Context: an optimization exercise on an open-source flow, tuned for small area, a short achievable clock period and few clock cycles per item. The choices shown serve that exercise and are no tape-out recipe.
RTL that was checked went through simulation tests only; none was proved equivalent to the original.
For run 2, only the layout was checked, not whether the RTL still works.
No activity file was given, so power comes from the tool's default toggle rates.

==> flow/design.v <==
`default_nettype none
package scf_pkg;
   localparam int CHANNELS    = 2;
   localparam int CHAN_W      = 1;
   localparam int STORE_IDX_W = (CHANNELS > 1) ? $clog2(CHANNELS) : 1;
   localparam int EST_W  = 40;    
   localparam int NOISE_W = 32;   
   localparam int COV_W  = 33;    
   localparam int PMID_W = 34;    
   localparam int DEN_W  = 35;
   localparam int REM_W  = 36;
   localparam int QUO_W  = 33;    
   localparam int DIFF_W = 41;
   localparam int PROD_W = 65;
   localparam int ACC_W  = 42;
   localparam int DELTA_W = 43;
   localparam int CSR_IDX_W  = 2;
   localparam int CSR_DATA_W = 32;
   localparam logic [CSR_IDX_W-1:0] CSR_PROCESS_NOISE     = 2'd0;
   localparam logic [CSR_IDX_W-1:0] CSR_MEASUREMENT_NOISE = 2'd1;
   localparam logic [NOISE_W-1:0] PROCESS_NOISE_RESET     = 32'd4294967;
   localparam logic [NOISE_W-1:0] MEASUREMENT_NOISE_RESET = 32'd214748365;
   localparam logic [QUO_W-1:0] GAIN_ONE = 33'h1_0000_0000;
endpackage
`default_nettype wire
`default_nettype none
module scalar_kalman_filter
(
   input  wire logic                   clock,
   input  wire logic                   reset,
   input  wire logic                   req_tvalid,
   output logic                        req_tready,
   input  wire logic [scf_pkg::EST_W-1:0]       req_tdata,    
   input  wire logic [scf_pkg::CHAN_W-1:0]      req_tuser,    
   output logic                        rsp_tvalid,
   input  wire logic                   rsp_tready,
   output logic [scf_pkg::EST_W-1:0]            rsp_tdata,    
   output logic [scf_pkg::CHAN_W-1:0]           rsp_tuser,    
   input  wire logic                   csr_valid,
   output logic                        csr_ready,
   input  wire logic [scf_pkg::CSR_IDX_W-1:0]   csr_index,
   input  wire logic [scf_pkg::CSR_DATA_W-1:0]  csr_data
);
   localparam logic [1:0] E_IDLE = 2'd0, E_DIV = 2'd2, E_FIN = 2'd3;
   localparam logic [1:0] X_IDLE = 2'd0, X_MUL = 2'd1, X_SAT = 2'd2;
   function automatic logic [143:0] csa(input logic [71:0] a, input logic [71:0] b,
                                        input logic [71:0] c);
      logic [71:0] s, cy;
      s  = a ^ b ^ c;
      cy = (a & b) | (a & c) | (b & c);
      csa = {cy[70:0], 1'b0, s};
   endfunction
   logic [39:0] x0_ff, x1_ff;            
   logic [32:0] p0_ff, p1_ff;            
   logic [32:0] g0_ff, g1_ff;            
   logic        conv0_ff, conv1_ff;      
   logic [31:0] q_ff, r_ff;
   logic        h_valid_ff, h_ch_ff, h_gdone_ff;
   logic [39:0] h_z_ff;
   logic        xd_go_ff;                
   logic [1:0]  e_state_ff;
   logic [2:0]  e_cnt_ff;
   logic        e_rz_ff;                 
   logic [33:0] den_ff;
   logic [35:0] den3_ff;
   logic [33:0] rem_ff;
   logic [64:0] acc_ff;
   logic [3:0]  chunk_ff;
   logic        e_pmnz_ff;               
   logic [32:0] pold_ff;                 
   logic        chk_ff;                  
   logic        chk_ch_ff;
   logic [1:0]  x_state_ff;
   logic [1:0]  m_cnt_ff;
   logic        xch_ff;
   logic [40:0] d_ff;
   logic [31:0] mg_ff;
   logic        mprev_ff;
   logic        mtop_ff;
   logic [43:0] macc_ff;
   logic        rsp_valid_ff;
   logic        rsp_ch_ff;
   assign csr_ready  = 1'b1;
   assign rsp_tvalid = rsp_valid_ff;
   assign rsp_tdata  = rsp_ch_ff ? x1_ff : x0_ff;
   assign rsp_tuser  = rsp_ch_ff;
   assign req_tready = ~h_valid_ff | xd_go_ff;
   logic accept, xd, s_done, e_start, e_fin, e_abort, e_last;
   logic h_valid_n, h_ch_n, h_gdone_n;
   logic conv0_n, conv1_n, gready, gready_n;
   logic [1:0] x_state_n;
   logic rsp_valid_n;
   logic csr_noise;
   logic [32:0] p_sel, p_new;
   logic conv_new;
   assign accept    = req_tvalid & req_tready;
   assign xd        = xd_go_ff;
   assign s_done    = (x_state_ff == X_SAT) & (~rsp_valid_ff | rsp_tready);
   assign gready    = h_gdone_ff | (h_ch_ff ? conv1_ff : conv0_ff);
   assign e_start   = (e_state_ff == E_IDLE) & h_valid_ff & ~gready;
   assign e_abort   = (e_state_ff == E_DIV) & (e_cnt_ff == 3'd0) & gready;
   assign e_last    = (e_state_ff == E_DIV) & ~e_abort & (e_rz_ff | (e_cnt_ff == 3'd7));
   assign e_fin     = (e_state_ff == E_FIN);
   assign csr_noise = csr_valid & (csr_index == scf_pkg::CSR_PROCESS_NOISE ||
                                   csr_index == scf_pkg::CSR_MEASUREMENT_NOISE);
   assign p_sel     = h_ch_ff ? p1_ff : p0_ff;
   always_comb begin
      h_valid_n = accept ? 1'b1 : (xd ? 1'b0 : h_valid_ff);
      h_ch_n    = accept ? req_tuser[0] : h_ch_ff;
      h_gdone_n = accept ? 1'b0 : (e_last ? 1'b1 : h_gdone_ff);
      conv0_n   = conv0_ff;
      conv1_n   = conv1_ff;
      if (chk_ff) begin
         if (chk_ch_ff) conv1_n = conv_new;
         else           conv0_n = conv_new;
      end
      if (csr_noise) begin
         conv0_n = 1'b0;
         conv1_n = 1'b0;
      end
      gready_n = h_gdone_n | (h_ch_n ? conv1_n : conv0_n);
      x_state_n = x_state_ff;
      case (x_state_ff)
         X_IDLE:  if (xd) x_state_n = X_MUL;
         X_MUL:   if (m_cnt_ff == 2'd3) x_state_n = X_SAT;
         default: if (s_done) x_state_n = xd ? X_MUL : X_IDLE;
      endcase
      rsp_valid_n = s_done ? 1'b1 : (rsp_tready ? 1'b0 : rsp_valid_ff);
   end
   logic [143:0] c3a, c3b, c3c, c3d;
   logic [33:0]  pm_in, den_in;
   logic [35:0]  den3_in;
   assign c3a = csa({39'd0, p_sel}, {38'd0, p_sel, 1'b0}, {40'd0, q_ff});
   assign c3b = csa({39'd0, q_ff, 1'b0}, {40'd0, r_ff}, {39'd0, r_ff, 1'b0});
   assign c3c = csa(c3a[71:0], c3a[143:72], c3b[71:0]);
   assign c3d = csa(c3c[71:0], c3c[143:72], c3b[143:72]);
   assign den3_in = c3d[35:0] + c3d[107:72];
   assign pm_in   = {1'b0, p_sel} + {2'b00, q_ff};
   assign den_in  = {1'b0, p_sel} + {2'b00, q_ff} + {2'b00, r_ff};
   function automatic logic [35:0] div_step(input logic [33:0] rem,
                                             input logic [33:0] den,
                                             input logic [35:0] den3);
      logic [35:0] t;
      logic [36:0] t1, t2, t3;
      logic [1:0]  j;
      logic [33:0] rn;
      t  = {rem, 2'b00};
      t1 = {1'b0, t} - {3'b000, den};
      t2 = {1'b0, t} - {2'b00, den, 1'b0};
      t3 = {1'b0, t} - {1'b0, den3};
      if (!t3[36]) begin
         j = 2'd3; rn = t3[33:0];
      end else if (!t2[36]) begin
         j = 2'd2; rn = t2[33:0];
      end else if (!t1[36]) begin
         j = 2'd1; rn = t1[33:0];
      end else begin
         j = 2'd0; rn = t[33:0];
      end
      div_step = {j, rn};
   endfunction
   logic [35:0] st1, st2;
   logic [3:0]  chunk_new;
   assign st1       = div_step(rem_ff, den_ff, den3_ff);
   assign st2       = div_step(st1[33:0], den_ff, den3_ff);
   assign chunk_new = {st1[35:34], st2[35:34]};
   logic [143:0] ha, hb, hc, hd;
   logic [71:0]  hr0, hr1, hr2, hr3, hrem;
   logic [64:0]  acc_next;
   assign hr0  = chunk_ff[0] ? {40'd0, r_ff}       : 72'd0;
   assign hr1  = chunk_ff[1] ? {39'd0, r_ff, 1'b0} : 72'd0;
   assign hr2  = chunk_ff[2] ? {38'd0, r_ff, 2'b0} : 72'd0;
   assign hr3  = chunk_ff[3] ? {37'd0, r_ff, 3'b0} : 72'd0;
   assign hrem = e_fin ? {38'd0, rem_ff} : 72'd0;
   assign ha = csa(hr0, hr1, hr2);
   assign hb = csa(hr3, hrem, {3'd0, acc_ff, 4'b0000});
   assign hc = csa(ha[71:0], ha[143:72], hb[71:0]);
   assign hd = csa(hc[71:0], hc[143:72], hb[143:72]);
   assign acc_next = hd[64:0] + hd[136:72];
   assign p_new    = e_rz_ff ? 33'd0 : acc_next[64:32];
   assign conv_new = ((chk_ch_ff ? p1_ff : p0_ff) == pold_ff);
   logic [39:0] x_sel, x_xch, x_fwd, sat_est;
   assign x_sel = h_ch_ff ? x1_ff : x0_ff;
   assign x_xch = xch_ff ? x1_ff : x0_ff;
   always_comb begin
      if (macc_ff[43:39] == 5'b00000 || macc_ff[43:39] == 5'b11111)
         sat_est = macc_ff[39:0];
      else if (macc_ff[43])
         sat_est = {1'b1, 39'd0};
      else
         sat_est = {1'b0, {39{1'b1}}};
   end
   assign x_fwd = ((x_state_ff == X_SAT) && (xch_ff == h_ch_ff)) ? sat_est : x_sel;
   function automatic logic [51:0] booth_row(input logic [2:0] b, input logic [40:0] d);
      logic one, two;
      logic [51:0] m;
      one = b[1] ^ b[0];
      two = (b[2] & ~b[1] & ~b[0]) | (~b[2] & b[1] & b[0]);
      m   = two ? {{10{d[40]}}, d, 1'b0} : (one ? {{11{d[40]}}, d} : 52'd0);
      booth_row = b[2] ? ~m : m;
   endfunction
   logic [8:0]  mbits;
   logic [51:0] b0, b1, b2, b3;
   logic [71:0] r0, r1, r2, r3, rx, rt, rm;
   logic [143:0] ma, mb, mc, md, me;
   logic [51:0] msum;
   logic        last_pass;
   assign mbits     = {mg_ff[7:0], mprev_ff};
   assign last_pass = (m_cnt_ff == 2'd3);
   assign b0 = booth_row(mbits[2:0], d_ff);
   assign b1 = booth_row(mbits[4:2], d_ff);
   assign b2 = booth_row(mbits[6:4], d_ff);
   assign b3 = booth_row(mbits[8:6], d_ff);
   assign r0 = {20'd0, b0};
   assign r1 = {20'd0, b1[49:0], 1'b0, mbits[2]};
   assign r2 = {20'd0, b2[47:0], 1'b0, mbits[4], 2'b00};
   assign r3 = {20'd0, b3[45:0], 1'b0, mbits[6], 4'b0000};
   assign rx = {20'd0, (last_pass ? {{4{x_xch[39]}}, x_xch} : 44'd0), 1'b0, mbits[8], 6'd0};
   assign rt = {20'd0, ((last_pass && mtop_ff) ? {{3{d_ff[40]}}, d_ff} : 44'd0), 8'd0};
   assign rm = {20'd0, {8{macc_ff[43]}}, macc_ff};
   assign ma = csa(r0, r1, r2);
   assign mb = csa(r3, rx, rt);
   assign mc = csa(ma[71:0], ma[143:72], mb[71:0]);
   assign md = csa(mc[71:0], mc[143:72], mb[143:72]);
   assign me = csa(md[71:0], md[143:72], rm);
   assign msum = me[51:0] + me[123:72];
   always_ff @(posedge clock) begin
      if (reset) begin
         x0_ff        <= '0;
         x1_ff        <= '0;
         p0_ff        <= '0;
         p1_ff        <= '0;
         conv0_ff     <= 1'b0;
         conv1_ff     <= 1'b0;
         q_ff         <= scf_pkg::PROCESS_NOISE_RESET;
         r_ff         <= scf_pkg::MEASUREMENT_NOISE_RESET;
         h_valid_ff   <= 1'b0;
         h_gdone_ff   <= 1'b0;
         chk_ff       <= 1'b0;
         xd_go_ff     <= 1'b0;
         e_state_ff   <= E_IDLE;
         x_state_ff   <= X_IDLE;
         rsp_valid_ff <= 1'b0;
      end else begin
         if (csr_valid) begin
            case (csr_index)
               scf_pkg::CSR_PROCESS_NOISE:     q_ff <= csr_data;
               scf_pkg::CSR_MEASUREMENT_NOISE: r_ff <= csr_data;
               default: ;
            endcase
         end
         h_valid_ff   <= h_valid_n;
         h_gdone_ff   <= h_gdone_n;
         conv0_ff     <= conv0_n;
         conv1_ff     <= conv1_n;
         x_state_ff   <= x_state_n;
         rsp_valid_ff <= rsp_valid_n;
         xd_go_ff     <= h_valid_n & gready_n &
                         ((x_state_n == X_IDLE) | ((x_state_n == X_SAT) & ~rsp_valid_n));
         case (e_state_ff)
            E_IDLE: if (e_start) e_state_ff <= E_DIV;
            E_DIV:  if (e_abort) e_state_ff <= E_IDLE;
                    else if (e_last) e_state_ff <= E_FIN;
            default: e_state_ff <= E_IDLE;
         endcase
         if (e_fin) begin
            if (h_ch_ff) p1_ff <= p_new;
            else         p0_ff <= p_new;
         end
         chk_ff <= e_fin;
         if (s_done) begin
            if (xch_ff) x1_ff <= sat_est;
            else        x0_ff <= sat_est;
         end
      end
      if (accept) begin
         h_ch_ff <= req_tuser[0];
         h_z_ff  <= req_tdata;
      end
      if (e_start) begin
         rem_ff   <= pm_in;
         den_ff   <= den_in;
         den3_ff  <= den3_in;
         e_rz_ff  <= (r_ff == 32'd0);
         acc_ff   <= '0;
         chunk_ff <= 4'h0;
         e_cnt_ff <= 3'd0;
         e_pmnz_ff <= (pm_in != 34'd0);
         pold_ff  <= p_sel;
      end
      if (e_state_ff == E_DIV && !e_abort && !e_rz_ff) begin
         rem_ff   <= st2[33:0];
         chunk_ff <= chunk_new;
         acc_ff   <= acc_next;
         e_cnt_ff <= e_cnt_ff + 3'd1;
         if (h_ch_ff) g1_ff <= {((e_cnt_ff == 3'd0) ? 29'd0 : g1_ff[28:0]), chunk_new};
         else         g0_ff <= {((e_cnt_ff == 3'd0) ? 29'd0 : g0_ff[28:0]), chunk_new};
      end
      if (e_state_ff == E_DIV && !e_abort && e_rz_ff) begin
         if (h_ch_ff) g1_ff <= {e_pmnz_ff, 32'd0};
         else         g0_ff <= {e_pmnz_ff, 32'd0};
      end
      if (e_fin) chk_ch_ff <= h_ch_ff;
      if (xd) begin
         d_ff     <= {h_z_ff[39], h_z_ff} - {x_fwd[39], x_fwd};
         mg_ff    <= h_ch_ff ? g1_ff[31:0] : g0_ff[31:0];
         mtop_ff  <= h_ch_ff ? (g1_ff[32] | g1_ff[31]) : (g0_ff[32] | g0_ff[31]);
         mprev_ff <= 1'b0;
         macc_ff  <= '0;
         xch_ff   <= h_ch_ff;
         m_cnt_ff <= 2'd0;
      end else if (x_state_ff == X_MUL) begin
         macc_ff  <= msum[51:8];
         mg_ff    <= {8'd0, mg_ff[31:8]};
         mprev_ff <= mg_ff[7];
         m_cnt_ff <= m_cnt_ff + 2'd1;
      end
      if (s_done) rsp_ch_ff <= xch_ff;
   end
endmodule
`default_nettype wire
==> flow/run.sh <==
#!/bin/bash
# synth_recipe.tcl (not shown) runs the flow's synth.tcl, then flattens the netlist and writes it again
# the make line also repeats each setting of config.mk as NAME=value (left out here)
make -C /OpenROAD-flow-scripts/flow DESIGN_CONFIG=/design/flow/config.mk WORK_HOME=/design/flow/orfs CLKGATE_MAP_FILE= SYNTH_SCRIPT=/design/flow/synth_recipe.tcl finish
==> flow/config.mk <==
export PLATFORM = sky130hd
export DESIGN_NAME = scalar_kalman_filter
export DESIGN_NICKNAME = scalar_kalman_filter
export VERILOG_FILES = /design/flow/design.v
export SDC_FILE = /design/flow/constraint.sdc
export NUM_CORES = 4
export LEC_CHECK = 0
export CAP_MARGIN = 20
export CORE_MARGIN = 2
export CORE_UTILIZATION = 40
export SETUP_SLACK_MARGIN = 5
export SLEW_MARGIN = 20
==> flow/constraint.sdc <==
create_clock -name core_clock -period 12.0 [get_ports {clock}]
set_input_delay 2.4000 -clock core_clock [delete_from_list [all_inputs] [get_ports {clock}]]
set_output_delay 2.4000 -clock core_clock [all_outputs]
set_load 0.01 [all_outputs]
==> impl_metrics.tcl, run 1 <==
set metrics [dict create \
    worst_ep_arrival_time_ns 7.34 \
    vdd_drop_max_v 0.000137 \
    syn_area_um2 68800 \
    gr-total-overflow 0 \
    post_drt_wl_per_cell_um 22.1 \
    fin_skew_ns 0.0346 \
    drive_gt1_frac 0.0823 \
    ys_async_sr_fraction 0 \
    cts-root-buf "clkbuf_16" \
    start_kind "register" \
    coreArea_um2 171000 \
    utilization 0.450 \
    vias 59800 \
    synthXorXnorAreaFrac 0.0532 \
    drt_pass1_iterations 8 \
    drc_errors 0 \
    required_ns 12.46 \
    die_h_um 419 \
    cap_violations 0 \
    setup-tns-final_ns 0 \
    final_common_cell "nand2_1" \
    synth_nets 9186 \
    antenna_found_initial 6 \
    grt_setup_unrepaired "true" \
    synthMuxAreaShare 0.0390 \
    clk_pin_slew_ns 0.06 \
    rows 152 \
    worst_slew_pin_slew_ns 1.06 \
    ys_ff_latch 658 \
    fmax_ghz 0.145 \
    cts-buffers-inserted 79 \
    powerDensity_nw_per_um2 198 \
    die_w_um 419 \
    crit_fanout 16 \
    drtIter0Drc 5043 \
    ys_types 94 \
    p_leak_nw 32.7 \
    io_pins 124 \
    ant_nets 0 \
    status "timing/DRC/antenna clean" \
    port_buffers 122 \
    avgSynthCellArea_um2 8.41 \
    synth-adder-area-share 0.236 \
    routed_wirelength_um 232000 \
    dpl.hpwl_um 171000 \
    cp_slowest_stage_delay_ns 0.50 \
    insertion_delay_ns 0.69 \
    clock_path_buffers 3 \
    syn_inst 8182 \
    cts_tree "done" \
    hold_path_class "register to register" \
    start_util 0.402 \
    grtUsageTotal 0.251 \
    cts_sinks 658 \
    synthFlopType "edfxtp_1" \
    end_kind "register" \
    finalCritPeriodShare 0.574 \
    fin_nets 9129 \
    grt_max_degree 201 \
    fin_crit_ns 6.89 \
    vias_per_cell 5.69 \
    maxSlewViolCount 0 \
    ys_seq_area_frac 0.248 \
    synth_top_family_by_area "adder cells" \
    critical-path-slowest-cell "o41a_1" \
    setup_viol 0 \
    path_class "register to register" \
    htreeDepth 3 \
    yosys_warnings 1 \
    grt_pass1_vias 56600 \
    synthSimpleGateAreaFrac 0.149 \
    grt_pass1_wl_um 342000 \
    layout_common_cells "nand2_1, inv_1, a21oi_1, nor2_1, o21ai_0" \
    synth_compound_area_frac 0.206 \
    slew_headroom 0.287 \
    hold_viol 0 \
    synthToLayoutAreaGrowth_pct 12.1 \
    dieArea_um2 175000 \
    synth_edf_count 389 \
    place.gp.congestion 0.975 \
]
## report_power, final
| part | internal (mW) | switching (mW) |
|---|---|---|
| Combinational | 4.04 | 5.73 |
| Clock | 1.46 | 1.07 |
| Sequential | 2.66 | 0.298 |
## final cells by class
| cell class | instances | area [um2] |
|---|---|---|
| diodes | 5 | 12.5 |
| clock buffers | 110 | 2290 |
| clock inverters | 37 | 387 |
| fillers | 16700 | 94200 |
| inverters | 750 | 2830 |
| multi-input cells | 6281 | 47900 |
| flip-flops and latches | 658 | 17100 |
| well taps | 2310 | 2890 |
| repair buffers | 355 | 3800 |
## repair_timing
item	CTS	global route
cloned	4	21
resized for setup	99	148
endpoints found under the setup margin	106	122
pin swaps	9	50
hold buffers	0	0
setup buffers	16	104
## cells in the mapped netlist (74+ instances only)
master,instances,area [um2]
a211oi_1,142,1070
a21o_1,204,1530
a21oi_1,757,3790
a22o_1,76,666
and2_1,169,1060
and3_1,89,557
buf_1,74,278
clkbuf_1,398,1490
dfxtp_1,269,5390
edfxtp_1,389,11700
fa_1,471,9430
ha_1,453,5670
inv_1,749,2810
maj3_1,117,1170
mux2_2,125,1410
mux2i_1,125,1250
nand2_1,865,3250
nand2b_1,75,469
nand3_1,97,485
nor2_1,683,2560
o211ai_1,91,683
o21ai_0,536,2680
o22ai_1,108,676
xnor2_1,254,2220
xor2_1,164,1440
## stage by stage
stage | hold WS (ns) | instance area [um2] | cells | setup WS [ns] | total power, mW
floorplan | 0.424 | 68800 | 8182 | 5.28 | 9.70
global placement | 0.447 | 71900 | 10200 | 3.65 | 11.9
detailed placement | 0.460 | 71900 | 10200 | 3.62 | 11.9
CTS | 0.472 | 75300 | 10400 | 5.01 | 14.7
global route | 0.494 | 77200 | 10500 | 4.91 | 16.4
finish | 0.475 | 77200 | 10500 | 5.11 | 15.3
## cell families (layout without fill, tap and decap cells)
family,after synthesis,count (layout)
buffers and inverters,1243,1252
DFF,658,658
and+or+nand+nor,2273,2273
other,1,6
xor gates and xnor gates,418,418
AOI/OAI and AO/OA,2296,2296
muxes,252,252
adders and majority gates,1041,1041
## routing by layer
metal | vias to the layer above | global-route usage | part of all wire
met5 | - | 0 | 0
met4 | 0 | 0.119 | 0.054
li1 | 28300 | - | -
met2 | 1990 | 0.443 | 0.49
met1 | 29000 | 0.306 | 0.40
met3 | 481 | 0.0262 | 0.050
## worst paths after layout
| kind | startpoint | to | slack, ns | cells after the start |
|---|---|---|---|---|
| worst max-delay path | den_ff[3] | rem_ff[3] | 5.11 | 30 |
| worst min-delay path | p1_ff[32] | p1_ff[32] | 0.48 | 2 |
| worst max register to register | den_ff[3] | rem_ff[3] | 5.11 | 30 |
| worst min register to register | p1_ff[32] | p1_ff[32] | 0.48 | 2 |
## critical path, delay by kind of cell, from the launching register on
family | cells | cell delay, ns
buffers and inverters | 4 | 0.78
AO/OA/AOI/OAI | 18 | 3.90
AND/OR/NAND/NOR | 5 | 0.72
multiplexers | 1 | 0.31
adder cells (fa/ha/maj) | 2 | 0.52
flip-flops | 1 | 0.35
Testbench counts, summed over its fixed seeds: cycles 24,966, items 3,200.
==> inputs of run 2 (changes only) <==
--- a/flow/design.v
+++ b/flow/design.v
@@ -72,2 +72,3 @@
    logic        chk_ch_ff;
+   logic        e_ch_ff;                 
    logic [1:0]  x_state_ff;
@@ -87,3 +88,3 @@
    assign req_tready = ~h_valid_ff | xd_go_ff;
-   logic accept, xd, s_done, e_start, e_fin, e_abort, e_last;
+   logic accept, xd, s_done, e_start, e_fin, e_abort, e_last, e_gnext, g_bypass;
    logic h_valid_n, h_ch_n, h_gdone_n;
@@ -99,5 +100,8 @@
    assign gready    = h_gdone_ff | (h_ch_ff ? conv1_ff : conv0_ff);
-   assign e_start   = (e_state_ff == E_IDLE) & h_valid_ff & ~gready;
+   assign e_start   = ((e_state_ff == E_IDLE) | ((e_state_ff == E_FIN) & (h_ch_ff != e_ch_ff))) &
+                      h_valid_ff & ~gready;
    assign e_abort   = (e_state_ff == E_DIV) & (e_cnt_ff == 3'd0) & gready;
    assign e_last    = (e_state_ff == E_DIV) & ~e_abort & (e_rz_ff | (e_cnt_ff == 3'd7));
+   assign e_gnext   = (e_state_ff == E_DIV) & ~e_abort & (e_rz_ff | (e_cnt_ff == 3'd6));
+   assign g_bypass  = (e_state_ff == E_DIV) & ~e_rz_ff & (e_cnt_ff == 3'd7);
    assign e_fin     = (e_state_ff == E_FIN);
@@ -109,3 +113,3 @@
       h_ch_n    = accept ? req_tuser[0] : h_ch_ff;
-      h_gdone_n = accept ? 1'b0 : (e_last ? 1'b1 : h_gdone_ff);
+      h_gdone_n = accept ? 1'b0 : (e_gnext ? 1'b1 : h_gdone_ff);
       conv0_n   = conv0_ff;
@@ -207,2 +211,5 @@
    logic        last_pass;
+   logic [32:0] g_sel, g_eff;
+   assign g_sel     = h_ch_ff ? g1_ff : g0_ff;
+   assign g_eff     = g_bypass ? {g_sel[28:0], chunk_new} : g_sel;
    assign mbits     = {mg_ff[7:0], mprev_ff};
@@ -263,6 +270,6 @@
                     else if (e_last) e_state_ff <= E_FIN;
-            default: e_state_ff <= E_IDLE;
+            default: e_state_ff <= e_start ? E_DIV : E_IDLE;
          endcase
          if (e_fin) begin
-            if (h_ch_ff) p1_ff <= p_new;
+            if (e_ch_ff) p1_ff <= p_new;
             else         p0_ff <= p_new;
@@ -288,4 +295,5 @@
          e_pmnz_ff <= (pm_in != 34'd0);
-         pold_ff  <= p_sel;
+         e_ch_ff  <= h_ch_ff;
       end
+      if (e_state_ff == E_DIV && e_cnt_ff == 3'd0) pold_ff <= e_ch_ff ? p1_ff : p0_ff;
       if (e_state_ff == E_DIV && !e_abort && !e_rz_ff) begin
@@ -295,3 +303,3 @@
          e_cnt_ff <= e_cnt_ff + 3'd1;
-         if (h_ch_ff) g1_ff <= {((e_cnt_ff == 3'd0) ? 29'd0 : g1_ff[28:0]), chunk_new};
+         if (e_ch_ff) g1_ff <= {((e_cnt_ff == 3'd0) ? 29'd0 : g1_ff[28:0]), chunk_new};
          else         g0_ff <= {((e_cnt_ff == 3'd0) ? 29'd0 : g0_ff[28:0]), chunk_new};
@@ -299,10 +307,10 @@
       if (e_state_ff == E_DIV && !e_abort && e_rz_ff) begin
-         if (h_ch_ff) g1_ff <= {e_pmnz_ff, 32'd0};
+         if (e_ch_ff) g1_ff <= {e_pmnz_ff, 32'd0};
          else         g0_ff <= {e_pmnz_ff, 32'd0};
       end
-      if (e_fin) chk_ch_ff <= h_ch_ff;
+      if (e_fin) chk_ch_ff <= e_ch_ff;
       if (xd) begin
          d_ff     <= {h_z_ff[39], h_z_ff} - {x_fwd[39], x_fwd};
-         mg_ff    <= h_ch_ff ? g1_ff[31:0] : g0_ff[31:0];
-         mtop_ff  <= h_ch_ff ? (g1_ff[32] | g1_ff[31]) : (g0_ff[32] | g0_ff[31]);
+         mg_ff    <= g_eff[31:0];
+         mtop_ff  <= g_eff[32] | g_eff[31];
          mprev_ff <= 1'b0;
--- a/flow/config.mk
+++ b/flow/config.mk
@@ -9,3 +9,3 @@
 export CORE_MARGIN = 2
-export CORE_UTILIZATION = 40
+export CORE_UTILIZATION = 60
 export SETUP_SLACK_MARGIN = 5
==> run 2 against run 1 <==
  * Non-clock buffer count decreased by 81
  * Flip-flop and latch count increased by 1
  * Largest power group unchanged
  * Still clean on timing, DRC and antenna
  * Sequential power about the same
  * Clock power about the same
  * Clock skew increased by 0.025 ns
==> impl_metrics.tcl, run 2 <==
set metrics [dict create \
    status "timing/DRC/antenna clean" \
    synthToLayoutAreaGrowth_pct 9.41 \
    antenna_found_initial 3 \
    netlist_top_cells_count "inv_1, a21oi_1, nand2_1" \
    synth_edf_count 390 \
    total_power_mw 16.1 \
    clock_path_buffers 3 \
    hold_viol 0 \
    ys_async_sr_fraction 0 \
    cp_slowest_stage_delay_ns 0.51 \
    synth_top_area_cell "edfxtp_1" \
    worstReg2RegStart "rem_ff[8]" \
    powerDensity_nw_per_um2 214 \
    insertion_delay_ns 0.71 \
    reg2reg_to "rem_ff[30]" \
    synth_area_leaders "edfxtp_1, fa_1, ha_1, dfxtp_1, a21oi_1" \
    whs_ns 0.473 \
    layout_common_cells "inv_1, a21oi_1, nand2_1, nor2_1, fa_1" \
    fmax_ghz 0.146 \
    finish.instance_area_um2 75000 \
    dpl.hpwl_um 167000 \
    drive_gt1_frac 0.0929 \
    setup-tns-final_ns 0 \
    routed_wirelength_um 227000 \
    htreeDepth 3 \
    cts-root-buf "clkbuf_16" \
    grt_pass1_vias 55700 \
    setup_viol 0 \
    final_common_cell "inv_1" \
    cp_cell_sequence "ha_1, a21oi_1, o21ai_0, a2111oi_0, o21bai_1, o31ai_2, nand3_1, a31o_2, a21oi_1, xor2_1, o221ai_2, ha_1, nand3_1, or3_1, a211oi_2, o41ai_2, a31oi_1, or3_1, nor2_4, a221oi_1, o21ai_0" \
    maxSlewViolCount 0 \
    startpoint "rem_ff[8]" \
    port_buffers 122 \
    cap_violations 0 \
    slew_headroom 0.250 \
    fin_crit_ns 6.84 \
    dieArea_um2 117000 \
    synthFlopType "edfxtp_1" \
    worst_slew_pin_slew_ns 1.12 \
    vias 60100 \
    ys_seq_area_frac 0.249 \
    fillers 9436 \
    start_kind "register" \
    grt_max_degree 106 \
    grt_pass1_wl_um 336000 \
    coreArea_um2 113000 \
    p_leak_nw 31.6 \
    worst_ep_arrival_time_ns 7.23 \
    grt_setup_unrepaired "true" \
    place_area_um2 70700 \
    synth_nets 8799 \
    ys_ff_latch 659 \
    finalCritPeriodShare 0.570 \
    fin_cells 9258 \
    ys_types 109 \
    ant_nets 0 \
    required_ns 12.39 \
    syn_area_um2 68500 \
    r2r_cells 21 \
    path_class "register to register" \
    grtUsageTotal 0.374 \
    io_pins 124 \
    cts_sinks 659 \
    synth_top_area_share 0.171 \
    critical-path-slowest-cell "edfxtp_1" \
    crit_fanout 15 \
    end_kind "register" \
    yosys_warnings 1 \
    post_drt_wl_per_cell_um 24.5 \
    hold_path_class "register to register" \
    drtIter0Drc 6804 \
    fin_skew_ns 0.0599 \
    fin_nets 8696 \
    vdd_drop_max_v 0.000193 \
    cts-buffers-inserted 78 \
    drc_errors 0 \
    syn_inst 7794 \
    crit_end "rem_ff[30]" \
    avgSynthCellArea_um2 8.79 \
    yosysMostFrequentCell "inv_1" \
    numPlacedInstances 9048 \
    cts_tree "done" \
    gr-total-overflow 0 \
    r2r_setup_slack_ns 5.16 \
    vias_per_cell 6.49 \
    start_util 0.607 \
    clk_pin_slew_ns 0.06 \
    rows 123 \
    drt_pass1_iterations 9 \
    place.gp.congestion 1.00 \
    die_h_um 342 \
    die_w_um 342 \
]
## run 2: cell count changes in the layout (fill, tap and decap cells not counted), sizes merged, moves of 50 or more
cell and change:
a21oi -53, a221oi +50, buf -73, maj3 -77, mux2 +62, nand2 -231, nor2 -102, o21ai -198
o22ai +55
## run 2: per-stage QoR
stage | setup WS, ns | utilization
after global routing | 4.98 | 0.664
after CTS | 5.00 | 0.654
after global placement | 3.45 | 0.626
after floorplan | 5.55 | -
final | 5.16 | 0.664
after detailed placement | 3.41 | 0.626
## run 2: kinds of logic after synthesis
family / synth area share
AOI/OAI and AO/OA: 0.211
and+or+nand+nor: 0.137
buffers and inverters: 0.0676
adders and majority gates: 0.226
DFF: 0.249
xor gates and xnor gates: 0.0571
muxes: 0.0512
other: 0.0000547
## run 2: final cells by class
class,count,area [um2],area share
Inverter,758,2850,0.0380
Multi-Input combinational cell,5920,47600,0.634
Antenna cell,1,2.50,0.0000334
Sequential cell,659,17100,0.228
Timing Repair Buffer,274,2900,0.0387
Clock inverter,40,458,0.00611
Tap cell,1500,1880,0.0250
Clock buffer,106,2210,0.0295
## run 2: timing repair
item                                    in CTS  in global routing
pin swaps                                    3                 19
buffers inserted                            11                 36
hold buffers                                 0                  0
gates cloned                                 2                 13
endpoints found under the setup margin      68                 94
resized for setup                           90                136
## run 2: worst min-delay path by stage
| stage | from | endpoint | slack, ns | cells past startpoint |
|---|---|---|---|---|
| after floorplan | h_ch_ff | e_ch_ff | 0.42 | 0 |
| after global placement | r_ff[31] | r_ff[31] | 0.44 | 2 |
| after detailed placement | r_ff[31] | r_ff[31] | 0.46 | 2 |
| after CTS | r_ff[31] | r_ff[31] | 0.47 | 2 |
| after global routing | r_ff[31] | r_ff[31] | 0.49 | 2 |
| final | p0_ff[24] | p0_ff[24] | 0.47 | 2 |
## run 2: report_power, final
part	switching (mW)	internal, mW
sequential	0.301	2.67
combinational	6.34	4.28
clock	1.09	1.40
## run 2: per-layer routing
metal,wire length (um),GRT usage
met3,28600,0.0905
met4,5770,0.0873
met5,169,0.00776
met2,92000,0.525
met1,100000,0.575
## run 2: critical path: cells and delay by family, from the launching register on
kind                       cells  cell delay (ns)
adders and majority gates      2             0.84
xor gates and xnor gates       1             0.21
and+or+nand+nor                5             1.37
DFF                            1             0.51
AOI/OAI and AO/OA             13             3.60
==> inputs of run 3 (changes only) <==
--- a/flow/design.v
+++ b/flow/design.v
@@ -133,12 +133,11 @@
    end
-   logic [143:0] c3a, c3b, c3c, c3d;
+   logic [143:0] c3a, c3c, c3d;
    logic [33:0]  pm_in, den_in;
    logic [35:0]  den3_in;
-   assign c3a = csa({39'd0, p_sel}, {38'd0, p_sel, 1'b0}, {40'd0, q_ff});
-   assign c3b = csa({39'd0, q_ff, 1'b0}, {40'd0, r_ff}, {39'd0, r_ff, 1'b0});
-   assign c3c = csa(c3a[71:0], c3a[143:72], c3b[71:0]);
-   assign c3d = csa(c3c[71:0], c3c[143:72], c3b[143:72]);
+   assign c3a = csa({39'd0, p_sel}, {40'd0, q_ff}, {40'd0, r_ff});
+   assign c3c = csa(c3a[71:0], c3a[143:72], {c3a[70:0], 1'b0});
+   assign c3d = csa(c3c[71:0], c3c[143:72], {c3a[142:72], 1'b0});
    assign den3_in = c3d[35:0] + c3d[107:72];
    assign pm_in   = {1'b0, p_sel} + {2'b00, q_ff};
-   assign den_in  = {1'b0, p_sel} + {2'b00, q_ff} + {2'b00, r_ff};
+   assign den_in  = c3a[33:0] + c3a[105:72];
    function automatic logic [35:0] div_step(input logic [33:0] rem,
--- a/flow/config.mk
+++ b/flow/config.mk
@@ -9,3 +9,3 @@
 export CORE_MARGIN = 2
-export CORE_UTILIZATION = 60
+export CORE_UTILIZATION = 40
 export SETUP_SLACK_MARGIN = 5
==> run 3 against run 2 <==
  * Total power up 5.2%
  * Still clean on timing, DRC and antenna
  * Synthesized cell count decreased by 2.1%
  * Via count decreased by 2.0%
==> impl_metrics.tcl, run 3 <==
set metrics [dict create \
    powerDensity_nw_per_um2 220 \
    synth_top_area_share 0.176 \
    setup-tns-final_ns 0 \
    synth_area_leaders "edfxtp_1, fa_1, ha_1, dfxtp_1, a21oi_1" \
    fin_cells 9930 \
    die_w_um 412 \
    routed_wirelength_um 242000 \
    setup_viol 0 \
    vdd_drop_max_v 0.000145 \
    synthFlopType "edfxtp_1" \
    dp_slack_ns 2.76 \
    place_area_um2 69900 \
    fin_crit_ns 6.88 \
    slew_headroom 0.208 \
    min_from "rsp_valid_ff" \
    insertion_delay_ns 0.76 \
    worst_ep_arrival_time_ns 7.34 \
    drive_gt1_frac 0.121 \
    path_class "register to register" \
    crit_top_cell "a21o_1" \
    cts_sinks 659 \
    holdBufCountCts 0 \
    finish.instance_area_um2 77000 \
    worstReg2RegStart "rem_ff[3]" \
    place.gp.congestion 0.964 \
    ys_ff_latch 659 \
    rows 149 \
    drtIter0Drc 5499 \
    fin_nets 8635 \
    coreArea_um2 165000 \
    grt_pass1_wl_um 352000 \
    grt_max_degree 81 \
    crit_fanout 12 \
    htreeDepth 3 \
    timing.final.ws_setup_ns 5.12 \
    r2r_cells 29 \
    cts_tree "done" \
    hold_depth 2 \
    clock_path_buffers 3 \
    port_buffers 122 \
    final_common_cell "inv_1" \
    grt_setup_unrepaired "true" \
    cts-buffers-inserted 81 \
    drc_errors 0 \
    grt_pass1_vias 55600 \
    ant_nets 0 \
    p_leak_nw 32.4 \
    layout_common_cells "inv_1, a21oi_1, nand2_1, nor2_1, fa_1" \
    fillers 15800 \
    utilization 0.466 \
    hold_end "rsp_valid_ff" \
    synth_edf_count 390 \
    cts-root-buf "clkbuf_16" \
    fmax_ghz 0.145 \
    critical-path-slowest-cell "edfxtp_1" \
    synth_top_area_cell "edfxtp_1" \
    finalCritPeriodShare 0.574 \
    avgSynthCellArea_um2 8.74 \
    gr-total-overflow 0 \
    maxSlewViolCount 0 \
    r2r_setup_slack_ns 5.12 \
    total_power_mw 16.9 \
    syn_area_um2 66700 \
    dpl.hpwl_um 177000 \
    drt_pass1_iterations 7 \
    netlist_top_cells_count "inv_1, a21oi_1, nand2_1" \
    antenna_found_initial 11 \
    status "timing/DRC/antenna clean" \
    required_ns 12.45 \
    hold_viol 0 \
    io_pins 124 \
    ys_seq_area_frac 0.256 \
    yosys_warnings 1 \
    vias_per_cell 5.93 \
    cap_violations 0 \
    clk_pin_slew_ns 0.07 \
    reg2reg_to "rem_ff[10]" \
    cp_slowest_stage_delay_ns 0.48 \
    vias 58900 \
    grtUsageTotal 0.271 \
    worst_slew_pin_slew_ns 1.17 \
    synthToLayoutAreaGrowth_pct 15.4 \
    end_kind "register" \
    whs_ns 0.483 \
    start_kind "register" \
    ys_async_sr_fraction 0 \
    hold_path_class "register to register" \
    numPlacedInstances 9581 \
    die_h_um 412 \
    start_util 0.404 \
    synth_nets 8601 \
    yosysMostFrequentCell "inv_1" \
    post_drt_wl_per_cell_um 24.4 \
    ys_types 87 \
    fin_skew_ns 0.0759 \
    syn_inst 7632 \
    dieArea_um2 170000 \
]
run 3: worst max path at each step:
stage	from	endpoint	slack [ns]
finish	rem_ff[3]	rem_ff[10]	5.12
global route	mg_ff[2]	macc_ff[42]	4.91
CTS	mg_ff[4]	macc_ff[42]	5.00
detailed placement	den_ff[0]	rem_ff[30]	2.76
global placement	den_ff[0]	rem_ff[30]	2.79
floorplan	den_ff[0]	rem_ff[10]	5.16
run 3: worst max-delay path, delay by kind of cell (launching register included):
kind                     cells  cell delay [ns]
AO/OA/AOI/OAI               18             3.97
AND/OR/NAND/NOR              4             0.71
buffers and inverters        5             0.87
flip-flops                   1             0.48
adder cells (fa/ha/maj)      2             0.53
run 3: layout make-up:
| class | instances | area (um2) | share of cell area |
|---|---|---|---|
| inverters | 751 | 2840 | 0.0368 |
| repair buffers | 403 | 4520 | 0.0588 |
| multi-input cells | 5770 | 46800 | 0.608 |
| flip-flops and latches | 659 | 17100 | 0.222 |
| clock buffers | 105 | 2270 | 0.0295 |
| diodes | 6 | 15.0 | 0.000195 |
| well taps | 2189 | 2740 | 0.0356 |
| clock inverters | 47 | 664 | 0.00863 |
run 3: cell families (layout without fill, tap and decap cells):
logic type / count (synthesis) / count (layout) / synth area share
AO/OA/AOI/OAI: 2211 / 2211 / 0.213
AND/OR/NAND/NOR: 1888 / 1894 / 0.131
buffers and inverters: 1209 / 1306 / 0.0683
adder cells (fa/ha/maj): 928 / 928 / 0.222
flip-flops: 659 / 659 / 0.256
XOR/XNOR: 417 / 417 / 0.0547
multiplexers: 319 / 319 / 0.0539
other: 1 / 7 / 0.0000562
run 3: power by group:
group	total, mW	internal [mW]	switching (mW)
registers	2.96	2.67	0.288
logic	11.2	4.65	6.59
clock network	2.73	1.60	1.13
run 3: routing by layer:
layer	GRT usage	wire length [um]	up-vias
met4	0.113	12300	4
met5	0	32	-
li1	-	-	27100
met1	0.361	103000	28900
met3	0.0392	16900	529
met2	0.439	110000	2384
run 3: what timing repair did:
action	in CTS	in global routing
cloned	14	31
buffers inserted	59	87
setup endpoints to repair	119	123
resized for setup	219	225
pin swaps	32	73
Testbench counts of run 3, summed over its fixed seeds: cycles 24,062, items 3,200.
==> inputs of run 4 (changes only) <==
--- a/flow/config.mk
+++ b/flow/config.mk
@@ -9,3 +9,3 @@
 export CORE_MARGIN = 2
-export CORE_UTILIZATION = 40
+export CORE_UTILIZATION = 60
 export SETUP_SLACK_MARGIN = 5
==> run 4 against run 3 <==
  * Clock skew is 0.041 ns lower
  * Count of clock-buffer cells in the layout is 7 higher
  * Maximum frequency is 1.1% lower
  * Sequential share of layout area is 0.97 points higher
  * Total power is 5.9% lower
  * Core utilization is 20 points higher
  * Via count is 0.71% lower
  * Synthesized cell count stayed put
  * Setup slack worse by 0.075 ns
  * Critical path depth is 4 lower
==> impl_metrics.tcl, run 4 <==
set metrics [dict create \
    critical-path-slowest-cell "edfxtp_1" \
    min_from "q_ff[6]" \
    layout_common_cells "inv_1, a21oi_1, nand2_1, nor2_1, fa_1" \
    place.gp.congestion 0.978 \
    final_common_cell "inv_1" \
    grt_pass1_vias 53700 \
    cp_slowest_stage_delay_ns 0.52 \
    timing.final.ws_setup_ns 5.04 \
    antenna_found_initial 4 \
    synthToLayoutAreaGrowth_pct 10.5 \
    drc_errors 0 \
    fin_crit_ns 6.96 \
    synth_top_area_share 0.176 \
    hold_end "q_ff[6]" \
    clockPowerShare 0.152 \
    p_seq_frac 0.187 \
    start_util 0.604 \
    hold_depth 2 \
    post_drt_wl_per_cell_um 24.1 \
    synth_top_area_cell "edfxtp_1" \
    cts_sinks 659 \
    hold_path_class "register to register" \
    path_class "register to register" \
    drive_gt1_frac 0.0950 \
    cts-root-buf "clkbuf_16" \
    setup-tns-final_ns 0 \
    syn_area_um2 66700 \
    grt_max_degree 93 \
    dieArea_um2 114000 \
    whs_ns 0.477 \
    fmax_ghz 0.144 \
    ys_async_sr_fraction 0 \
    fin_skew_ns 0.0348 \
    yosysMostFrequentCell "inv_1" \
    routed_wirelength_um 219000 \
    numPlacedInstances 8868 \
    finish.instance_area_um2 73800 \
    synth_area_leaders "edfxtp_1, fa_1, ha_1, dfxtp_1, a21oi_1" \
    crit_top_cell "o21ai_2" \
    insertion_delay_ns 0.69 \
    ys_ff_latch 659 \
    dpl.hpwl_um 161000 \
    cts_tree "done" \
    yosys_warnings 1 \
    grt_pass1_wl_um 324000 \
    fin_nets 8502 \
    gr-total-overflow 0 \
    maxSlewViolCount 0 \
    required_ns 12.50 \
    die_w_um 337 \
    ant_nets 0 \
    worst_ep_arrival_time_ns 7.46 \
    vias 58500 \
    internal_power_mw 8.37 \
    reg2reg_to "rem_ff[33]" \
    slew_headroom 0.267 \
    utilization 0.667 \
    synthFlopType "edfxtp_1" \
    htreeDepth 3 \
    clock_path_buffers 3 \
    powerDensity_nw_per_um2 216 \
    power_switching_mw 7.55 \
    cts-buffers-inserted 78 \
    p_leak_nw 31.3 \
    clk_pin_slew_ns 0.06 \
    drt_pass1_iterations 10 \
    end_kind "register" \
    ys_types 87 \
    fin_cells 9089 \
    finalCritPeriodShare 0.580 \
    dp_slack_ns 3.24 \
    setup_viol 0 \
    synth_edf_count 390 \
    worst_slew_pin_slew_ns 1.09 \
    die_h_um 337 \
    hold_viol 0 \
    ys_seq_area_frac 0.256 \
    vias_per_cell 6.43 \
    total_power_mw 15.9 \
    netlist_top_cells_count "inv_1, a21oi_1, nand2_1" \
    switching_share 0.474 \
    r2r_setup_slack_ns 5.04 \
    place_area_um2 68900 \
    avgSynthCellArea_um2 8.74 \
    status "timing/DRC/antenna clean" \
    cap_violations 0 \
    port_buffers 122 \
    vdd_drop_max_v 0.000350 \
    start_kind "register" \
    r2r_cells 25 \
    fillers 9252 \
    combPwrFrac 0.661 \
    syn_inst 7632 \
    coreArea_um2 111000 \
    grtUsageTotal 0.373 \
    rows 122 \
    drtIter0Drc 6967 \
    worstReg2RegStart "rem_ff[19]" \
    crit_fanout 48 \
    synth_nets 8601 \
    grt_setup_unrepaired "true" \
    io_pins 124 \
]
-- run 4: changes by cell type in the layout (fill, tap and decap cells not counted), moves of 11 or more --
cell       before  now
o21ai_0       308  320
o21ai_1        28   17
buf_4         196  102
clkbuf_16     109   92
ha_4           27   15
ha_1          405  427
clkbuf_1       13   26
-- run 4: worst max-delay path by stage --
stage          startpoint  slack [ns]  cells after the start    endpoint
6_report       rem_ff[19]        5.04                     25  rem_ff[33]
5_1_grt        rem_ff[19]        4.91                     25  rem_ff[33]
4_1_cts         rem_ff[3]        4.78                     26  rem_ff[33]
3_5_place_dp    den_ff[0]        3.24                     26  rem_ff[33]
3_3_place_gp    den_ff[0]        3.43                     26  rem_ff[33]
2_1_floorplan   den_ff[0]        5.16                     32  rem_ff[10]
-- run 4: timing repair --
action | CTS | global route
buffers inserted | 19 | 32
resized for setup | 160 | 148
hold endpoints to repair | 0 | 0
endpoints found under the setup margin | 126 | 132
cloned | 10 | 12
pin swaps | 11 | 32
hold buffers | 0 | 0
-- run 4: final cells by class --
cell class | count | area [um2] | area share
multi-input cells | 5766 | 46300 | 0.628
flip-flops and latches | 659 | 17100 | 0.232
repair buffers | 277 | 3090 | 0.0419
inverters | 751 | 2830 | 0.0383
clock buffers | 112 | 2190 | 0.0297
well taps | 1488 | 1860 | 0.0252
clock inverters | 33 | 359 | 0.00487
diodes | 3 | 7.51 | 0.000102
-- run 4: power groups by stage --
stage	Clock, mW	Combinational, mW	Sequential [mW]
6_report	2.42	10.5	2.97
3_5_place_dp	0	9.37	3.00
5_1_grt	2.52	11.5	2.99
4_1_cts	2.44	9.75	2.95
2_1_floorplan	0	7.28	2.84
3_3_place_gp	0	9.28	3.00
-- run 4: routing by layer --
metal	vias up	wire, um	track usage
met4	0	6060	0.0959
met3	323	30100	0.114
li1	26700	-	-
met2	3054	86500	0.506
met1	28300	96600	0.569
met5	-	0	0
-- run 4: cell families after synthesis --
group | share of synthesized area
adders and majority gates | 0.222
other | 0.0000562
muxes | 0.0539
DFF | 0.256
AOI/OAI and AO/OA | 0.213
buffers and inverters | 0.0683
and+or+nand+nor | 0.131
xor gates and xnor gates | 0.0547
-- run 4: worst max-delay path, delay by kind of cell (launching register included) --
family | cells | cell delay [ns]
AO/OA/AOI/OAI | 18 | 3.98
AND/OR/NAND/NOR | 3 | 0.97
flip-flops | 1 | 0.52
buffers and inverters | 1 | 0.29
adder cells (fa/ha/maj) | 2 | 0.81
XOR/XNOR | 1 | 0.16
==> inputs of run 5 (changes only) <==
--- a/flow/config.mk
+++ b/flow/config.mk
@@ -10,2 +10,4 @@
 export CORE_UTILIZATION = 60
+export CTS_BUF_LIST = sky130_fd_sc_hd__clkbuf_4 sky130_fd_sc_hd__clkbuf_8
+export CTS_CLUSTER_SIZE = 30
 export SETUP_SLACK_MARGIN = 5
==> run 5 against run 4 <==
  * Still clean
  * Setup slack got worse by 0.00051 ns
  * Critical path depth stayed put
  * Count of clock-buffer cells in the layout up 62
  * Register-to-register slack hardly changed
  * Sequential power is essentially flat
  * First-iteration DRC count is 0.49% higher
  * Via count up 0.77%
  * Maximum frequency about the same
  * Core utilization shrank 0.14 points
  * Wire length about the same
  * Critical endpoint unchanged
  * Highest routed layer is now met5
==> impl_metrics.tcl, run 5 <==
set metrics [dict create \
    status "timing/DRC/antenna clean" \
    r2r_setup_slack_ns 5.04 \
    synth_nets 8601 \
    crit_fanout 38 \
    end_kind "register" \
    die_w_um 337 \
    rows 122 \
    finish.instance_area_um2 73600 \
    p_seq_frac 0.187 \
    clock_path_buffers 3 \
    ys_async_sr_fraction 0 \
    hold_depth 2 \
    utilization 0.666 \
    drt_pass1_iterations 7 \
    synth_top_area_cell "edfxtp_1" \
    vias 58900 \
    fin_skew_ns 0.0634 \
    combPwrFrac 0.662 \
    dpl.hpwl_um 161000 \
    required_ns 12.55 \
    hold_path_class "register to register" \
    fin_crit_ns 6.96 \
    synth_top_area_share 0.176 \
    vias_per_cell 6.43 \
    clk_pin_slew_ns 0.06 \
    path_class "register to register" \
    grt_max_degree 93 \
    critical-path-slowest-cell "edfxtp_1" \
    cap_violations 0 \
    powerDensity_nw_per_um2 215 \
    yosysMostFrequentCell "inv_1" \
    setup-tns-final_ns 0 \
    routed_wirelength_um 219000 \
    ys_seq_area_frac 0.256 \
    syn_inst 7632 \
    place_area_um2 68900 \
    setup_viol 0 \
    p_leak_nw 31.4 \
    place.gp.congestion 0.978 \
    insertion_delay_ns 0.84 \
    grt_pass1_vias 54000 \
    layout_common_cells "inv_1, a21oi_1, nand2_1, nor2_1, fa_1" \
    syn_area_um2 66700 \
    finalCritPeriodShare 0.580 \
    netlist_top_cells_count "inv_1, a21oi_1, nand2_1" \
    vdd_drop_max_v 0.000349 \
    cts_tree "done" \
    final_common_cell "inv_1" \
    htreeDepth 3 \
    maxSlewViolCount 0 \
    gr-total-overflow 0 \
    avgSynthCellArea_um2 8.74 \
    grt_setup_unrepaired "true" \
    die_h_um 337 \
    grtUsageTotal 0.373 \
    antenna_found_initial 7 \
    dieArea_um2 114000 \
    drc_errors 0 \
    yosys_warnings 1 \
    cts-root-buf "clkbuf_8" \
    ys_ff_latch 659 \
    synth_edf_count 390 \
    hold_viol 0 \
    synthFlopType "edfxtp_1" \
    drtIter0Drc 7001 \
    coreArea_um2 111000 \
    start_kind "register" \
    port_buffers 122 \
    worst_slew_pin_slew_ns 1.12 \
    holdBufCountCts 0 \
    cts_sinks 659 \
    fin_nets 8538 \
    fmax_ghz 0.144 \
    grt_pass1_wl_um 324000 \
    internal_power_mw 8.27 \
    drive_gt1_frac 0.104 \
    ant_nets 0 \
    io_pins 124 \
    fillers 9330 \
    r2r_cells 25 \
    clockPowerShare 0.151 \
    post_drt_wl_per_cell_um 23.9 \
    slew_headroom 0.248 \
    switching_share 0.478 \
    synth_area_leaders "edfxtp_1, fa_1, ha_1, dfxtp_1, a21oi_1" \
    synthToLayoutAreaGrowth_pct 10.3 \
    power_switching_mw 7.58 \
    cp_slowest_stage_delay_ns 0.56 \
    start_util 0.604 \
    cts-buffers-inserted 118 \
    ys_types 87 \
    worst_ep_arrival_time_ns 7.51 \
]
## run 5: cell counts after synthesis
Identical to the previous run, type by type.
## run 5: worst max-delay path, delay by kind of cell, from the launching register on
kind / cells / cell delay [ns]
adders and majority gates: 2 / 0.70
AOI/OAI and AO/OA: 17 / 3.77
buffers and inverters: 2 / 0.33
and+or+nand+nor: 3 / 0.96
DFF: 1 / 0.56
muxes: 1 / 0.36
## run 5: cell families (layout without fill, tap and decap cells)
family | Yosys count | in the layout | share of synthesized area
other | 1 | 5 | 0.0000562
AND/OR/NAND/NOR | 1888 | 1893 | 0.131
flip-flops | 659 | 659 | 0.256
adder cells (fa/ha/maj) | 928 | 928 | 0.222
AO/OA/AOI/OAI | 2211 | 2211 | 0.213
XOR/XNOR | 417 | 417 | 0.0547
multiplexers | 319 | 319 | 0.0539
buffers and inverters | 1209 | 1247 | 0.0683
## run 5: worst paths after layout
path	endpoint	start
hold reg to reg	macc_ff[6]	macc_ff[6]
setup / recovery	rem_ff[33]	rem_ff[3]
hold / removal	macc_ff[6]	macc_ff[6]
setup reg to reg	rem_ff[33]	rem_ff[3]
## run 5: timing repair
item	CTS	global route
pin swaps	11	23
endpoints found under the setup margin	123	118
gates cloned	9	11
setup buffers	20	29
resized for setup	158	127
## run 5: cell type report
class                           count  area (um2)  area share
Multi-Input combinational cell   5769       46200       0.628
Sequential cell                   659       17100       0.232
Timing Repair Buffer              270        2950      0.0401
Inverter                          751        2830      0.0384
Clock buffer                      174        2140      0.0291
Tap cell                         1488        1860      0.0253
Clock inverter                     52         499     0.00678
Antenna cell                        4        10.0    0.000136
## run 5: layer usage
metal / share of wire / up-vias / wire, um / global-route usage
li1: - / 26900 / - / -
met1: 0.44 / 28500 / 97000 / 0.571
met2: 0.40 / 3136 / 87100 / 0.509
met3: 0.13 / 356 / 29400 / 0.113
met4: 0.026 / 2 / 5720 / 0.0874
met5: 0.000032 / - / 7 / 0
## run 5: through the flow
| step | power [mW] | setup WS (ns) | cells | hold slack, ns |
|---|---|---|---|---|
| global placement | 12.3 | 3.43 | 8867 | 0.446 |
| global route | 17.0 | 4.87 | 9166 | 0.499 |
| floorplan | 10.1 | 5.16 | 7632 | 0.424 |
| finish | 15.9 | 5.04 | 9167 | 0.477 |
| detailed placement | 12.4 | 3.24 | 8868 | 0.470 |
| CTS | 15.1 | 4.83 | 9123 | 0.478 |
## run 5: power groups by stage
stage | Sequential, mW | Clock (mW) | Combinational (mW)
after floorplan | 2.84 | 0 | 7.28
after global placement | 3.00 | 0 | 9.28
after detailed placement | 3.00 | 0 | 9.37
after CTS | 2.95 | 2.42 | 9.73
after global routing | 2.99 | 2.50 | 11.5
final | 2.97 | 2.40 | 10.5
==> inputs of run 6 (changes only) <==
--- a/flow/design.v
+++ b/flow/design.v
@@ -285,4 +285,7 @@
       end
+      rem_ff   <= e_start ? pm_in : st2[33:0];
+      chunk_ff <= e_start ? 4'h0 : chunk_new;
+      acc_ff   <= e_start ? 65'd0 : acc_next;
+      e_cnt_ff <= e_start ? 3'd0 : e_cnt_ff + 3'd1;
       if (e_start) begin
-         rem_ff   <= pm_in;
          den_ff   <= den_in;
@@ -290,5 +293,2 @@
          e_rz_ff  <= (r_ff == 32'd0);
-         acc_ff   <= '0;
-         chunk_ff <= 4'h0;
-         e_cnt_ff <= 3'd0;
          e_pmnz_ff <= (pm_in != 34'd0);
@@ -298,6 +298,2 @@
       if (e_state_ff == E_DIV && !e_abort && !e_rz_ff) begin
-         rem_ff   <= st2[33:0];
-         chunk_ff <= chunk_new;
-         acc_ff   <= acc_next;
-         e_cnt_ff <= e_cnt_ff + 3'd1;
          if (e_ch_ff) g1_ff <= {((e_cnt_ff == 3'd0) ? 29'd0 : g1_ff[28:0]), chunk_new};
@@ -310,15 +306,12 @@
       if (e_fin) chk_ch_ff <= e_ch_ff;
+      mg_ff    <= xd ? g_eff[31:0] : {8'd0, mg_ff[31:8]};
+      mprev_ff <= xd ? 1'b0 : mg_ff[7];
+      m_cnt_ff <= xd ? 2'd0 : m_cnt_ff + 2'd1;
       if (xd) begin
          d_ff     <= {h_z_ff[39], h_z_ff} - {x_fwd[39], x_fwd};
-         mg_ff    <= g_eff[31:0];
          mtop_ff  <= g_eff[32] | g_eff[31];
-         mprev_ff <= 1'b0;
          macc_ff  <= '0;
          xch_ff   <= h_ch_ff;
-         m_cnt_ff <= 2'd0;
       end else if (x_state_ff == X_MUL) begin
          macc_ff  <= msum[51:8];
-         mg_ff    <= {8'd0, mg_ff[31:8]};
-         mprev_ff <= mg_ff[7];
-         m_cnt_ff <= m_cnt_ff + 2'd1;
       end
--- a/flow/config.mk
+++ b/flow/config.mk
@@ -10,4 +10,3 @@
 export CORE_UTILIZATION = 60
-export CTS_BUF_LIST = sky130_fd_sc_hd__clkbuf_4 sky130_fd_sc_hd__clkbuf_8
-export CTS_CLUSTER_SIZE = 30
+export PLACE_DENSITY = 0.75
 export SETUP_SLACK_MARGIN = 5
==> run 6 against run 5 <==
  * Still clean on timing, DRC and antenna
  * Synthesized cell count grew 1.7%
  * Clock power hardly changed
  * Core utilization fell by 0.40 points
  * Global-route usage decreased by 1.0 points
  * Critical path type unchanged
==> impl_metrics.tcl, run 6 <==
set metrics [dict create \
    status "timing/DRC/antenna clean" \
    htreeDepth 3 \
    numPlacedInstances 8984 \
    fillers 9064 \
    final_common_cell "inv_1" \
    drc_errors 0 \
    p_seq_frac 0.146 \
    clockPowerShare 0.108 \
    place.gp.congestion 0.967 \
    rows 122 \
    powerDensity_nw_per_um2 307 \
    routed_wirelength_um 213000 \
    vias_per_cell 6.40 \
    synthToLayoutAreaGrowth_pct 9.75 \
    grtUsageTotal 0.363 \
    layout_common_cells "inv_1, nand2_1, a21oi_1, nor2_1, ha_1" \
    cts-buffers-inserted 77 \
    synth_area_leaders "fa_1, dfxtp_1, edfxtp_1, ha_1, a21oi_1" \
    antennaDiodeCount 0 \
    gr-total-overflow 0 \
    drive_gt1_frac 0.0871 \
    syn_inst 7761 \
    dpl.hpwl_um 159000 \
    synth_top_area_cell "fa_1" \
    worst_slew_pin_slew_ns 1.21 \
    ys_seq_area_frac 0.237 \
    vdd_drop_max_v 0.000545 \
    internal_power_mw 10.9 \
    coreArea_um2 110000 \
    die_w_um 337 \
    ys_async_sr_fraction 0 \
    worstReg2RegStart "mg_ff[3]" \
    dieArea_um2 113000 \
    ys_ff_latch 659 \
    fin_cells 9217 \
    combPwrFrac 0.746 \
    post_drt_wl_per_cell_um 23.1 \
    grt_max_degree 105 \
    grt_setup_unrepaired "true" \
    insertion_delay_ns 0.69 \
    netlist_top_cells_count "inv_1, nand2_1, a21oi_1" \
    end_kind "register" \
    ys_types 103 \
    hold_viol 0 \
    yosysMostFrequentCell "inv_1" \
    setup_viol 0 \
    yosys_warnings 1 \
    worst_ep_arrival_time_ns 7.34 \
    path_class "register to register" \
    fin_nets 8633 \
    grt_pass1_vias 54100 \
    syn_area_um2 66500 \
    drt_pass1_iterations 12 \
    start_util 0.603 \
    synthFlopType "dfxtp_1" \
    setup-tns-final_ns 0 \
    min_from "mg_ff[26]" \
    fmax_ghz 0.147 \
    fin_crit_ns 6.81 \
    antenna_found_initial 1 \
    startpoint "mg_ff[3]" \
    cts_tree "done" \
    crit_fanout 51 \
    crit_top_cell "fa_1" \
    cap_violations 0 \
    io_pins 124 \
    cts-root-buf "clkbuf_16" \
    synth_nets 8730 \
    die_h_um 337 \
    slew_headroom 0.190 \
    power_switching_mw 11.5 \
    clk_pin_slew_ns 0.06 \
    grt_pass1_wl_um 319000 \
    cts_sinks 659 \
    hold_path_class "register to register" \
    critical-path-slowest-cell "dfxtp_4" \
    required_ns 12.53 \
    switching_share 0.513 \
    fin_skew_ns 0.0602 \
    clock_path_buffers 3 \
    ant_nets 0 \
    maxSlewViolCount 0 \
    start_kind "register" \
    avgSynthCellArea_um2 8.57 \
    vias 59000 \
    p_leak_nw 31.1 \
    holdBufCountCts 0 \
    synth_top_area_share 0.133 \
    cp_slowest_stage_delay_ns 0.56 \
    synth_edf_count 256 \
    port_buffers 122 \
    finalCritPeriodShare 0.568 \
    drtIter0Drc 7202 \
]
-- run 6: logic make-up after synthesis --
logic type	share of synthesized area
AOI/OAI and AO/OA	0.214
and+or+nand+nor	0.142
buffers and inverters	0.0691
adders and majority gates	0.229
DFF	0.237
xor gates and xnor gates	0.0551
muxes	0.0540
other	0.0000564
-- run 6: final timing paths --
| kind | slack, ns | endpoint | cells after the start |
|---|---|---|---|
| setup / recovery | 5.19 | macc_ff[41] | 25 |
| hold / removal | 0.46 | mg_ff[18] | 1 |
| setup reg to reg | 5.19 | macc_ff[41] | 25 |
| hold reg to reg | 0.46 | mg_ff[18] | 1 |
-- run 6: final cells by class --
type | count | area (um2) | area share
timing repair buffer | 281 | 3100 | 0.0425
tap | 1488 | 1860 | 0.0255
clock buffer | 114 | 2160 | 0.0295
sequential | 659 | 15800 | 0.217
clock inverter | 30 | 457 | 0.00626
inverter | 755 | 2860 | 0.0393
multi-input combinational | 5890 | 46700 | 0.640
-- run 6: per-layer routing --
metal	vias up	track usage	part of all wire	routed length, um
li1	27100	-	-	-
met1	28500	0.543	0.43	92100
met2	3098	0.505	0.41	86300
met3	338	0.0814	0.12	25500
met4	0	0.136	0.041	8620
met5	-	0	0	0
-- run 6: worst max-delay path, delay by kind of cell (launching register included) --
kind	cells	cell delay (ns)
flops	1	0.56
xor+xnor	1	0.10
buf+inv	5	0.69
compound gates	14	2.93
fa+ha+maj	5	2.33
-- run 6: stage by stage --
stage               total power [mW]  hold slack (ns)   util  area [um2]  setup slack, ns
finish                          22.4            0.455  0.662       73000             5.19
global route                    24.0            0.467  0.662       73000             4.87
CTS                             21.7            0.457  0.652       71900             5.01
detailed placement              18.7            0.439  0.621       68500             3.34
global placement                18.5            0.412  0.621       68500             3.50
floorplan                       15.0            0.399      -       66500             5.30
-- run 6: what timing repair did --
item                                    4_1_cts  5_1_grt
gates resized for setup                     103      107
cloned                                        4       11
setup buffers                                30       44
endpoints found under the setup margin       83      103
pin swaps                                     9       18
-- run 6: power by group through the flow --
stage	clock network (mW)	registers, mW	logic [mW]
2_1_floorplan	0	3.01	12.0
3_3_place_gp	0	3.29	15.2
3_5_place_dp	0	3.30	15.4
4_1_cts	2.44	3.24	16.0
5_1_grt	2.52	3.29	18.2
6_report	2.43	3.27	16.7
Testbench counts of run 6, summed over its fixed seeds: cycles 24,062, items 3,200.
==> inputs of run 7 (changes only) <==
--- a/flow/config.mk
+++ b/flow/config.mk
@@ -10,3 +10,2 @@
 export CORE_UTILIZATION = 60
-export PLACE_DENSITY = 0.75
 export SETUP_SLACK_MARGIN = 5
==> run 7 against run 6 <==
  * Sequential power barely moved
  * Final area barely moved
  * Critical path type unchanged
  * Still clean
  * Largest cell class unchanged
  * Critical path depth fell by 3
  * Largest power group unchanged
  * First-iteration DRC count fell by 10%
  * Flip-flop and latch count did not move
==> impl_metrics.tcl, run 7 <==
set metrics [dict create \
    status "timing/DRC/antenna clean" \
    yosys_warnings 1 \
    synthToLayoutAreaGrowth_pct 9.72 \
    powerDensity_nw_per_um2 311 \
    netlist_top_cells_count "inv_1, nand2_1, a21oi_1" \
    synthFlopType "dfxtp_1" \
    insertion_delay_ns 0.70 \
    cap_violations 0 \
    layout_common_cells "inv_1, nand2_1, a21oi_1, nor2_1" \
    coreArea_um2 110000 \
    synth_top_area_share 0.133 \
    synth_top_area_cell "fa_1" \
    cts_tree "done" \
    io_pins 124 \
    p_leak_nw 31.1 \
    fmax_ghz 0.147 \
    die_h_um 337 \
    place.gp.congestion 0.942 \
    htreeDepth 3 \
    required_ns 12.42 \
    rows 122 \
    crit_top_cell "fa_1" \
    vias 59000 \
    fin_skew_ns 0.0440 \
    cts-buffers-inserted 77 \
    worst_slew_pin_slew_ns 1.14 \
    start_util 0.603 \
    fin_crit_ns 6.80 \
    drt_pass1_iterations 8 \
    hold_path_class "register to register" \
    final_common_cell "inv_1" \
    syn_area_um2 66500 \
    avgSynthCellArea_um2 8.57 \
    hold_viol 0 \
    end_kind "register" \
    ys_seq_area_frac 0.237 \
    grt_pass1_wl_um 330000 \
    yosysMostFrequentCell "inv_1" \
    clock_path_buffers 3 \
    vias_per_cell 6.40 \
    dp_slack_ns 3.50 \
    grtUsageTotal 0.377 \
    grt_max_degree 122 \
    dpl.hpwl_um 164000 \
    synth_nets 8730 \
    timing.final.ws_setup_ns 5.20 \
    synth_area_leaders "fa_1, dfxtp_1, edfxtp_1, ha_1, a21oi_1" \
    grt_pass1_vias 54800 \
    total_power_mw 22.7 \
    worst_ep_arrival_time_ns 7.22 \
    gr-total-overflow 0 \
    dieArea_um2 113000 \
    drc_errors 0 \
    start_kind "register" \
    slew_headroom 0.240 \
    finalCritPeriodShare 0.567 \
    port_buffers 122 \
    cp_slowest_stage_delay_ns 0.74 \
    post_drt_wl_per_cell_um 23.7 \
    cts_sinks 659 \
    ant_nets 0 \
    maxSlewViolCount 0 \
    fin_nets 8637 \
    clk_pin_slew_ns 0.06 \
    ys_async_sr_fraction 0 \
    setup_viol 0 \
    setup-tns-final_ns 0 \
    cp_cell_sequence "buf_8, mux2i_1, fa_1, inv_1, fa_1, fa_1, ha_1, inv_1, fa_1, nor2b_1, o21ai_0, a21oi_1, o21bai_1, a31oi_1, a21oi_1, a211oi_1, o21ai_0, a211oi_1, o31ai_1, nand2b_1, a211oi_1, nor2_1" \
    routed_wirelength_um 218000 \
    ys_ff_latch 659 \
    critical-path-slowest-cell "mux2i_1" \
    die_w_um 337 \
    drive_gt1_frac 0.0876 \
    antenna_found_initial 7 \
    cts-root-buf "clkbuf_16" \
    vdd_drop_max_v 0.000428 \
    ys_types 103 \
    syn_inst 7761 \
    crit_fanout 44 \
    synth_edf_count 256 \
    path_class "register to register" \
    drtIter0Drc 6468 \
    grt_setup_unrepaired "true" \
]
## run 7: cell counts after synthesis
No cell type changed its count.
## run 7: logic make-up after synthesis
group                    after synthesis  synth area share
AND/OR/NAND/NOR                     2022             0.142
multiplexers                         315            0.0540
adder cells (fa/ha/maj)              967             0.229
other                                  1         0.0000564
AO/OA/AOI/OAI                       2165             0.214
flip-flops                           659             0.237
buffers and inverters               1214            0.0691
XOR/XNOR                             418            0.0551
## run 7: worst paths after layout
kind	startpoint	endpoint	slack, ns	cells past startpoint
worst max-delay path	h_ch_ff	den3_ff[33]	5.20	22
worst min-delay path	m_cnt_ff[0]	m_cnt_ff[0]	0.44	1
worst max register to register	h_ch_ff	den3_ff[33]	5.20	22
worst min register to register	m_cnt_ff[0]	m_cnt_ff[0]	0.44	1
## run 7: worst max-delay path, delay by kind of cell (launching register included)
kind / cells / cell delay [ns]
flops: 1 / 0.55
mux: 1 / 0.74
fa+ha+maj: 5 / 1.83
simple gates: 3 / 0.22
buf+inv: 3 / 0.67
compound gates: 10 / 2.48
## run 7: cell type report
cell class / count / area (um2)
clock buffer: 106 / 2200
inverter: 755 / 2870
clock inverter: 35 / 502
tap: 1488 / 1860
multi-input combinational: 5888 / 46800
fill: 9286 / 37300
timing repair buffer: 287 / 2950
antenna: 4 / 10.0
sequential: 659 / 15800
## run 7: metrics by stage
stage               utilization  std cells  cell area, um2  hold WS (ns)
floorplan                     -       7761           66500         0.399
global placement          0.622       8992           68600         0.413
detailed placement        0.622       8992           68600         0.423
CTS                       0.652       9151           71800         0.440
global route              0.662       9221           72900         0.463
finish                    0.662       9222           72900         0.435
## run 7: power breakdown
part           internal [mW]  switching [mW]
Clock                   1.47            1.08
Sequential              2.77           0.485
Combinational           6.79            10.1
## run 7: routing by layer
metal	routed length (um)	part of all wire	track usage
met3	24000	0.11	0.0810
met1	98800	0.45	0.572
met4	5520	0.025	0.0952
met2	90000	0.41	0.541
met5	13	0.000060	0
## run 7: timing repair
item                                    in CTS  in global routing
cloned                                       1                  6
endpoints found under the setup margin      80                113
hold buffers                                 0                  0
pin swaps                                    6                 12
gates resized for setup                     90                111
setup buffers                               17                 61
